From an optimization exercise on the open Yosys and OpenROAD flow, aimed at small area, a short achievable clock period and few clock cycles per item; shortcuts taken in it are not production practice.
No functional check of the RTL was part of any run shown here.

==> flow/design.v, too long to show whole: its modules and the start of the top module <==
// module julia_render: 2505 lines
module julia_render #(
    parameter int H_PIXELS = 64,
    parameter int V_PIXELS = 48,
    parameter int MAX_ITER = 255,
    parameter int FRAC     = 14
) (
    input  logic               clock,
    input  logic               reset,
    input  logic               valid,
    input  logic signed [17:0] c_real,
    input  logic signed [17:0] c_comp,
    input  logic signed [17:0] x,
    input  logic signed [17:0] y,
    input  logic signed [17:0] scale,
    output logic [18:0]        wr_addr,
    output logic [7:0]         wr_data,
    output logic               wr_en,
    input  logic               wr_ready,
    output logic               busy,
    output logic               done
);
  // ...
==> flow/flow/run.sh <==
#!/bin/bash
set -euo pipefail
bash standard.sh SETUP_SLACK_MARGIN=8.3 finish > standard_make.log 2>&1
==> flow/standard.sh <==
#!/bin/bash
# synth_recipe.tcl (not shown) runs the flow's synth.tcl, then flattens the netlist and writes it again
# the make line also repeats each setting of config.mk as NAME=value (left out here)
make -C /OpenROAD-flow-scripts/flow DESIGN_CONFIG=/design/flow/config.mk WORK_HOME=/design/flow/orfs CLKGATE_MAP_FILE= SYNTH_SCRIPT=/design/flow/synth_recipe.tcl "${@:-finish}"
==> flow/config.mk <==
export PLATFORM = sky130hd
export DESIGN_NAME = julia_render
export DESIGN_NICKNAME = julia_render
export VERILOG_FILES = /design/flow/design.v
export SDC_FILE = /design/flow/constraint.sdc
export NUM_CORES = 4
export LEC_CHECK = 0
export CAP_MARGIN = 20
export CORE_MARGIN = 2
export CORE_UTILIZATION = 40
export SLEW_MARGIN = 20
==> flow/constraint.sdc <==
create_clock -name core_clock -period 12.0 [get_ports {clock}]
set_input_delay 2.4000 -clock core_clock [delete_from_list [all_inputs] [get_ports {clock}]]
set_output_delay 2.4000 -clock core_clock [all_outputs]
set_load 0.01 [all_outputs]
==> results.tsv, run 1 <==
metric	value	unit
Mapped Area	33000	um2
GRT busiest layer	met2	
WP depth	14	
EDFF count, synth	110	
I/O pin cnt	124	
clock sinks	467	
sequential area share after synthesis	0.318	
status	no timing/DRC/antenna violations	
count leader, synth	inv_1	
Inverters	519	
first-pass GRT wire length	148	mm
Post-Synth Simple-Gate Area	0.0881	
Setup Fix Bufs, Post-CTS	122	
Post-Layout Inst Area	41200	um2
crit end category	register	
met2 Use GR	0.379	
Buf+Inv Stages, Crit Path	6	
Well-Tap Cells	1070	
CP Cell Sequence	buf_12, clkinvlp_4, nor2_2, ha_2, inv_1, fa_1, fa_2, fa_2, inv_2, fa_2, inv_2, fa_1, inv_2, fa_2	
Hold Path Class	reg2reg	
Rel. slew slack	0.473	
biggest fanout along the worst timing path	4	
max FFs per register	32	
Worst Hold Depth	0	
worst flop-to-flop path startpoint	zr_q[6]	
clock root buffer	clkbuf_16	
DR vias/cell	5.23	
Signal buffers	344	
Worst Setup SP	zr_q[6]	
r2r setup slk	7.84	ns
==> run 2: changes to the inputs <==
--- a/flow/design.v
+++ b/flow/design.v
@@ -26,19 +26,21 @@
     logic        v0_q, p0_q;
     logic [17:0] zr_q, zi_q, s0r_q, s0i_q;
     logic [7:0]  it0_q;
     logic [11:0] a0_q;
     logic        v1_q, p1_q, in1_q, per1_q, cap1_q;
     logic [17:0] s1r_q, s1i_q;
     logic [7:0]  it1_q;
     logic [11:0] a1_q;
-    logic [31:0] xa_q, xb_q;
-    logic [30:0] ya_q, yb_q;
-    logic [31:0] ea_q, eb_q;
+    logic [17:0] xha_q, xhb_q;
+    logic        xc_q;
+    logic [17:0] yha_q, yhb_q;
+    logic        yc_q, ec_q;
+    logic [15:0] eha_q, ehb_q;
     logic        ov_q;
     logic [11:0] oa_q;
     logic [7:0]  od_q;
     logic        valid_q, busy_q, run_q, done_q;
     logic [15:0] dr, di;
     assign dr = zr_q[15:0];
     assign di = zi_q[15:0];
     wire t_1;
@@ -2367,58 +2369,60 @@
     assign t_1068 = (t_1009 & t_958) | (t_1008 & (t_1009 ^ t_958));
     wire t_1069;
     wire t_1070;
     assign t_1069 = bop7[15] ^ t_1010 ^ t_1011;
     assign t_1070 = (bop7[15] & t_1010) | (t_1011 & (bop7[15] ^ t_1010));
     wire [30:0] ya, yb;
     assign ya = {t_1069, t_1066, t_1065, t_1062, t_1061, t_1059, t_1056, t_1054, t_1052, t_1051, t_1048, t_1046, t_1044, t_1042, t_1040, t_1038, t_1036, t_1034, t_1032, t_1030, t_1028, t_1026, t_1024, t_1022, t_1020, t_1018, t_1016, t_1014, bon1, bop0[1], bon0};
     assign yb = {t_1068, t_1067, t_1064, t_1063, t_1060, t_1058, t_1057, t_1055, t_1053, t_1050, t_1049, t_1047, t_1045, t_1043, t_1041, t_1039, t_1037, t_1035, t_1033, t_1031, t_1029, t_1027, t_1025, t_1023, t_1021, t_1019, t_1017, t_1015, t_1013, 1'b0, bop0[0]};
-    localparam logic [63:0] MUL3 = 64'b1001001001001001001001001001001001001001001001001001001001001001;
-    logic save;
-    assign save = (it0_q[1:0] == 2'd0) && MUL3[it0_q[7:2]];
+    logic [14:0] xl;
+    logic [13:0] yl;
+    logic [16:0] el;
+    assign xl = {1'b0, xa[13:0]} + {1'b0, xb[13:0]};
+    assign yl = {1'b0, ya[12:0]} + {1'b0, yb[12:0]};
+    assign el = {1'b0, ea[15:0]} + {1'b0, eb[15:0]};
     logic inr, ini, per, cap;
     assign inr = (zr_q[17:15] == 3'b000) || (zr_q[17:15] == 3'b111) || (zr_q == 18'h08000);
     assign ini = (zi_q[17:15] == 3'b000) || (zi_q[17:15] == 3'b111) || (zi_q == 18'h08000);
     assign per = (it0_q != 8'h00) && (zr_q == s0r_q) && (zi_q == s0i_q);
     assign cap = (it0_q == 8'hff);
     always_ff @(posedge clock) begin
-        xa_q   <= xa;
-        xb_q   <= xb;
-        ya_q   <= ya;
-        yb_q   <= yb;
-        ea_q   <= ea;
-        eb_q   <= eb;
+        xha_q  <= xa[31:14];
+        xhb_q  <= xb[31:14];
+        xc_q   <= xl[14];
+        yha_q  <= ya[30:13];
+        yhb_q  <= yb[30:13];
+        yc_q   <= yl[13];
+        eha_q  <= ea[31:16];
+        ehb_q  <= eb[31:16];
+        ec_q   <= el[16];
         in1_q  <= inr && ini;
         per1_q <= per;
         cap1_q <= cap;
         it1_q  <= it0_q;
         a1_q   <= a0_q;
-        if (save) begin
+        if (it0_q[3:0] == 4'd0) begin
             s1r_q <= zr_q;
             s1i_q <= zi_q;
         end else begin
             s1r_q <= s0r_q;
             s1i_q <= s0i_q;
         end
         s0r_q <= s1r_q;
         s0i_q <= s1i_q;
     end
     logic [17:0] zr_new, zi_new;
-    logic [31:0] xs;
-    logic [30:0] ys;
-    logic [31:0] es;
+    logic [15:0] es;
     logic        escape, fin, can_emit, emit, load;
     logic [7:0]  count;
-    assign xs     = xa_q + xb_q;
-    assign zr_new = xs[31:14];
-    assign ys     = ya_q + yb_q;
-    assign zi_new = ys[30:13];
-    assign es     = ea_q + eb_q;
-    assign escape = !in1_q || !es[31];
+    assign zr_new = xha_q + xhb_q + {17'd0, xc_q};
+    assign zi_new = yha_q + yhb_q + {17'd0, yc_q};
+    assign es     = eha_q + ehb_q + {15'd0, ec_q};
+    assign escape = !in1_q || !es[15];
     assign fin    = p1_q || (v1_q && (escape || cap1_q || per1_q));
     assign count  = (v1_q && per1_q) ? 8'hff : it1_q;
     assign can_emit = !ov_q || wr_ready;
     assign emit     = run_q && fin && can_emit;
     assign load     = run_q && !gdone_q && (emit || !(v1_q || p1_q));
     logic start, finish;
     assign start  = valid && !valid_q && !run_q;
     assign finish = gdone_q && !v0_q && !p0_q && !v1_q && !p1_q && !ov_q;
==> flow/flow/run.sh (replaced) <==
#!/bin/bash
set -euo pipefail
bash standard.sh SETUP_SLACK_MARGIN=8.5 finish > standard_make.log 2>&1
==> results.tsv, run 2 <==
metric	value	unit	change
Netlist cell types	76		
Vias	22500		
synthesized flop and latch total	391		
Initial Util	0.406		
top-area cell type share of the netlist area	0.256		
drt first-iter violations	1632		
Max-Cap Viols	0		
Rel. slew slack	0.322		-0.151
clock root buffer	clkbuf_16		
crit end category	register		
Tcrit/Tclk final	0.371		
DIE WIDTH	285	um	
crit path launch type	register		
Synth Area per Inst	10.2	um2	
crit path kind	reg2reg		
ys async rst share	0.0256		
HP Start	s1i_q[1]		
biggest fanout along the worst timing path	6		+2
CP Cell Sequence	buf_12, buf_12, and2_4, ha_4, inv_2, fa_1, fa_1, fa_2, fa_1, inv_2, fa_1, ha_4, a21oi_2, nor2b_1, o21ai_1, nand2b_1, a21oi_2, nand2_1		
TNS Setup	0	ns	
RSZ-0062 raised after global routing	yes		
P&R area growth vs syn	23.8	%	
Die Y	285	um	
most frequent cells after synthesis	inv_1 (533), fa_1 (404), dfxtp_1 (271), ha_1 (239), nand2_1 (220)		
I/O pin cnt	124		unchanged
Clock Skews	0.0294	ns	
Fin. Hold Viols	0		
vias in the first global route	23300		
most common library cell in the layout ignoring fill and taps	inv_1		
total gr overflow	0		
Final Non-Filler Cells	4384		
routability cong.	0.842		
Synth Instances	3091		
Final Slew Violations	0		
Setup violations, final	0		
drc violations	0		
most frequent cells in the layout	inv_1 (435), fa_1 (245), dfxtp_1 (241), nand2_1 (206), ha_1 (206)		
worst slew pin tran	1.01	ns	
TritonRoute pass-1 iters	6		
All-Layer GR Usage	0.218		
CTS Hold Bufs	0		
area leader, netlist	fa_1		
initial antenna violation count	1		
drt total wl	89.0	mm	
H-tree Lvls	2		
Row Count	102		
FF+latch area	9090	um2	
Yosys Warn Count	1		
clock sinks	391		-16%
most frequent CP cell	fa_1		
ys flop type	dfxtp_1		
CP Data Required Time	12.47	ns	
Port Buf Inserts	116		
cts bufs inserted	48		
ANT nets after route	0		
nets@finish	4041		
DR vias/cell	5.12		-2.0%
slowest stage cell on the critical path	fa_1		
TritonCTS clock tree	built		
hold_ws	0.316	ns	
clk latency of the worst-skew pair	0.62	ns	
Mapped Area	31500	um2	-4.6%
Die ar.	81100	um2	
count leader, synth	inv_1		
first-pass GRT wire length	137	mm	-7.5%
CTS max path bufs	3		
Hold Path Class	reg2reg		
dpl ws	6.88	ns	
EDFF count, synth	110		unchanged
slowest stage delay, CP	0.54	ns	
main area contributors after synthesis	fa_1 (26%), dfxtp_1 (17%), edfxtp_1 (10%)		
Fmax	224	MHz	
post-DP HPWL	58.2	mm	
core area	77700	um2	
sequential area share after synthesis	0.285		-0.0331
Clk pin slew, worst setup/hold paths	0.06	ns	
status	no timing/DRC/antenna violations		
placed cell area	34000	um2	
DR WL/cell	20.3	um	
worst flop-to-flop path startpoint	zr_q[4]		
CP Data Arrival Time	4.93	ns	
layout cell share with drive strength beyond 1	0.244		
Filler Cell Count	6944		
largest net degree at the start of global routing	59		
Final Critical Period	4.46	ns	
Placed Cells incl. Taps	4118		
multi-input logic area	21200	um2	
Worst Setup SP	zr_q[4]		
final worst slack	7.54	ns	
Post-Layout Inst Area	39000	um2	-5.3%
==> run 2: repair_timing <==
item / in CTS / in global routing
pin swaps: 97 / 104
cloned: 19 / 6
endpoints found under the setup margin: 245 / 160
resized for setup: 442 / 126
endpoints found under the hold margin: 0 / 0
buffers inserted: 118 / 33
==> run 2: worst max-delay path, delay by kind of cell (launching register included) <==
kind / cells / cell delay [ns]
buf+inv: 4 / 0.33
compound gates: 3 / 0.39
simple gates: 4 / 0.34
fa+ha+maj: 7 / 2.89
flops: 1 / 0.35
==> run 2: metal layers <==
metal  global-route usage  wire [um]
met5                    0         11
met4               0.0654       3090
met3               0.0309       5110
met2                0.367      42900
met1                0.292      37900
==> run 2: final cells by class <==
cell class / instances / share of cell area
antenna: 2 / 0.000128
clock buffer: 74 / 0.0386
clock inverter: 14 / 0.00378
inverter: 538 / 0.0546
multi-input combinational: 2008 / 0.543
sequential: 391 / 0.233
tap: 1040 / 0.0333
timing repair buffer: 317 / 0.0937
==> run 2: logic make-up after synthesis <==
| kind of cell | synth area share |
|---|---|
| and+or+nand+nor | 0.0938 |
| xor gates and xnor gates | 0.0730 |
| AOI/OAI and AO/OA | 0.0862 |
| other | 0.000119 |
| DFF | 0.285 |
| muxes | 0.0254 |
| adders and majority gates | 0.351 |
| buffers and inverters | 0.0855 |
==> run 2: final timing paths <==
check                      cells past startpoint        to  slack (ns)
setup / recovery                              18      ec_q        7.54
hold / removal                                 0  s0i_q[1]        0.32
setup reg to reg                              18      ec_q        7.54
hold reg to reg                                0  s0i_q[1]        0.32
max in group asynchronous                      1     run_q        9.50
min in group asynchronous                      1   gdone_q        2.13
==> run 2: through the flow <==
step	util
after floorplan	-
after global placement	0.438
after detailed placement	0.438
after CTS	0.492
after global routing	0.502
final	0.502
==> run 3: changes to the inputs <==
==> flow/flow/run.sh (replaced) <==
#!/bin/bash
set -euo pipefail
bash standard.sh SETUP_SLACK_MARGIN=8 finish > standard_make.log 2>&1
==> results.tsv, run 3 <==
metric	value	unit	change
Die Y	285	um	unchanged
Post-Layout Inst Area	38500	um2	-1.3%
Filler Cell Count	7046		+1.5%
worst slew pin tran	1.00	ns	-0.0140 ns
P&R area growth vs syn	22.1	%	
clock sinks	391		unchanged
dpl ws	6.70	ns	-0.178 ns
cts bufs inserted	47		-2.1%
Clk pin slew, worst setup/hold paths	0.06	ns	about the same
top-area cell type share of the netlist area	0.256		unchanged
Critical Path Sink	ec_q		
Worst R2R Path Depth	18		unchanged
Synth Area per Inst	10.2	um2	unchanged
clk latency of the worst-skew pair	0.61	ns	about the same
CP Data Arrival Time	4.92	ns	about the same
crit path launch type	register		
ys flop type	dfxtp_1		
sequential area share after synthesis	0.285		unchanged
DIE WIDTH	285	um	unchanged
Mapped Area	31500	um2	unchanged
Placed Cells incl. Taps	4125		+0.17%
Hold Path Class	reg2reg		
met3 WL	5.90	mm	+15%
synthesized flop and latch total	391		unchanged
DR WL/cell	20.0	um	-1.6%
biggest fanout along the worst timing path	5		-1
crit end category	register		
TritonRoute pass-1 iters	6		unchanged
TritonCTS clock tree	built		
Final Non-Filler Cells	4365		-0.43%
ANT nets after route	0		unchanged
Final Slew Violations	0		unchanged
TNS Setup	0	ns	unchanged
Vias	22300		-0.93%
H-tree Lvls	2		unchanged
routability cong.	0.842		about the same
Tcrit/Tclk final	0.369		-0.00245
wire length on met2	41.5	mm	-3.3%
Port Buf Inserts	116		unchanged
All-Layer GR Usage	0.215		-0.00350
drt first-iter violations	1550		-5.0%
most frequent cells in the layout	inv_1 (487), fa_1 (312), dfxtp_1 (243), ha_1 (211), nand2_1 (210)		
total gr overflow	0		unchanged
status	no timing/DRC/antenna violations		
worst flop-to-flop path startpoint	zr_q[8]		
drt total wl	87.2	mm	-2.0%
Max-Cap Viols	0		unchanged
Top Metal Used	met4		
core area	77700	um2	unchanged
area leader, netlist	fa_1		
crit path kind	reg2reg		
layout cell share with drive strength beyond 1	0.187		-0.0571
Clock Skews	0.0230	ns	-0.00637 ns
RR Endpoint	ec_q		
largest net degree at the start of global routing	59		unchanged
Fin. Hold Viols	0		unchanged
Fmax	226	MHz	+0.66%
main area contributors after synthesis	fa_1 (26%), dfxtp_1 (17%), edfxtp_1 (10%)		
Die ar.	81100	um2	unchanged
Initial Util	0.406		unchanged
final core utilization	0.496		-0.00671
vias in the first global route	23000		-1.3%
initial antenna violation count	0		-1
most common library cell in the layout ignoring fill and taps	inv_1		
Rel. slew slack	0.324		+0.00230
clock root buffer	clkbuf_16		
Final Critical Period	4.43	ns	-0.0294 ns
ys async rst share	0.0256		unchanged
r2r setup slk	7.57	ns	+0.03 ns
most frequent cells after synthesis	inv_1 (533), fa_1 (404), dfxtp_1 (271), ha_1 (239), nand2_1 (220)		
final worst slack	7.57	ns	+0.0294 ns
wire length on met1	36.7	mm	-3.2%
count leader, synth	inv_1		
post-DP HPWL	58.0	mm	-0.43%
CTS max path bufs	3		unchanged
Netlist cell types	76		unchanged
ANT cells	0		-2
I/O pin cnt	124		unchanged
CP Data Required Time	12.49	ns	+0.02 ns
Synth Instances	3091		unchanged
placed cell area	33900	um2	-0.52%
drc violations	0		unchanged
Setup violations, final	0		unchanged
Worst Setup SP	zr_q[8]		
EDFF count, synth	110		unchanged
first-pass GRT wire length	134	mm	-1.8%
nets@finish	4023		-0.45%
RSZ-0062 raised after global routing	yes		
Yosys Warn Count	1		unchanged
DR vias/cell	5.10		-0.50%
Row Count	102		unchanged
==> run 3: cell counts after synthesis <==
Identical to the previous run, type by type.
==> run 3: cell type report <==
class / instances / area [um2] / share of cell area
clock buffers: 62 / 1350 / 0.0349
flip-flops and latches: 391 / 9070 / 0.236
repair buffers: 304 / 3650 / 0.0948
clock inverters: 26 / 280 / 0.00728
inverters: 538 / 2140 / 0.0555
multi-input cells: 2004 / 20700 / 0.538
well taps: 1040 / 1300 / 0.0338
==> run 3: worst min path at each step <==
stage	from	end	slack, ns	cells after the start
2_1_floorplan	a0_q[0]	a1_q[0]	0.31	0
3_3_place_gp	s1i_q[16]	s0i_q[16]	0.31	0
3_5_place_dp	s1i_q[6]	s0i_q[6]	0.31	0
4_1_cts	s1i_q[6]	s0i_q[6]	0.32	0
5_1_grt	s1i_q[14]	s0i_q[14]	0.32	0
6_report	s1i_q[14]	s0i_q[14]	0.31	0
==> run 3: what timing repair did <==
item,4_1_cts,5_1_grt
pin swaps,55,74
hold buffers,0,0
gates cloned,17,5
gates resized for setup,233,141
endpoints found under the setup margin,162,89
buffers inserted,93,37
hold endpoints to repair,0,0
==> run 3: cells by family (layout without fill, tap and decap cells) <==
| group | count (synthesis) | in the layout | synth area share |
|---|---|---|---|
| and+or+nand+nor | 611 | 611 | 0.0938 |
| buffers and inverters | 702 | 930 | 0.0855 |
| xor gates and xnor gates | 263 | 263 | 0.0730 |
| DFF | 391 | 391 | 0.285 |
| adders and majority gates | 643 | 643 | 0.351 |
| AOI/OAI and AO/OA | 408 | 408 | 0.0862 |
| other | 1 | 7 | 0.000119 |
| muxes | 72 | 72 | 0.0254 |
==> run 3: critical path, cell delays in order, from the launching register on <==
cell and delay (ns):
dfxtp_4 0.35, buf_12 0.14, and2_1 0.18, fa_1 0.48, fa_1 0.52, inv_2 0.04, fa_1 0.52, fa_2 0.20
inv_2 0.04, fa_1 0.48, inv_1 0.05, fa_1 0.47, inv_1 0.04, ha_1 0.27, nor2b_1 0.14, o21ai_1 0.12
nand2b_1 0.06, a21oi_1 0.14, nand2_1 0.06
==> run 3: metrics by stage <==
stage,hold slack [ns]
4_1_cts,0.320
3_3_place_gp,0.310
5_1_grt,0.322
6_report,0.310
2_1_floorplan,0.310
3_5_place_dp,0.312
==> run 3: routing by layer <==
metal,track usage,vias up
met5,0,-
met4,0.0682,0
met3,0.0366,159
met2,0.358,724
met1,0.285,11100
li1,-,10300

## separate check: timing with driven ports
The flow's constraints put no driver on any port. The routed layouts listed below were extracted and timed again, unchanged, in two steps. Step 1 (the two cells are an assumption about what drives the block):
set clk [get_ports {clock}]
set_driving_cell -lib_cell sky130_fd_sc_hd__clkbuf_16 $clk
set_driving_cell -lib_cell sky130_fd_sc_hd__buf_2 [delete_from_list [all_inputs] $clk]
Step 2 times the ports against the registers' clock, not the clock port: input delays grow and output delays shrink by t, the midpoint of the rising clock arrivals with the driver on. Three values: no drivers, after step 1, after step 2; two values: the first two.
| run | t (ns) | slack for setup (ns) | worst register clock-pin slew, ns | cell pins on the clock port's net |
|---|---|---|---|---|
| run 1 | 0.695 | 7.844 / 7.844 / 7.782 | 0.07 / 0.07 | 1 |
| run 2 | 0.663 | 7.544 / 7.544 / 7.544 | 0.06 / 0.06 | 1 |
| run 3 | 0.663 | 7.573 / 7.573 / 7.471 | 0.07 / 0.07 | 1 |
After both steps every run listed still meets setup and hold. For run 3, which loses most, drivers alone change the setup slack by 0.000 ns; drivers and shift together by -0.102 ns.
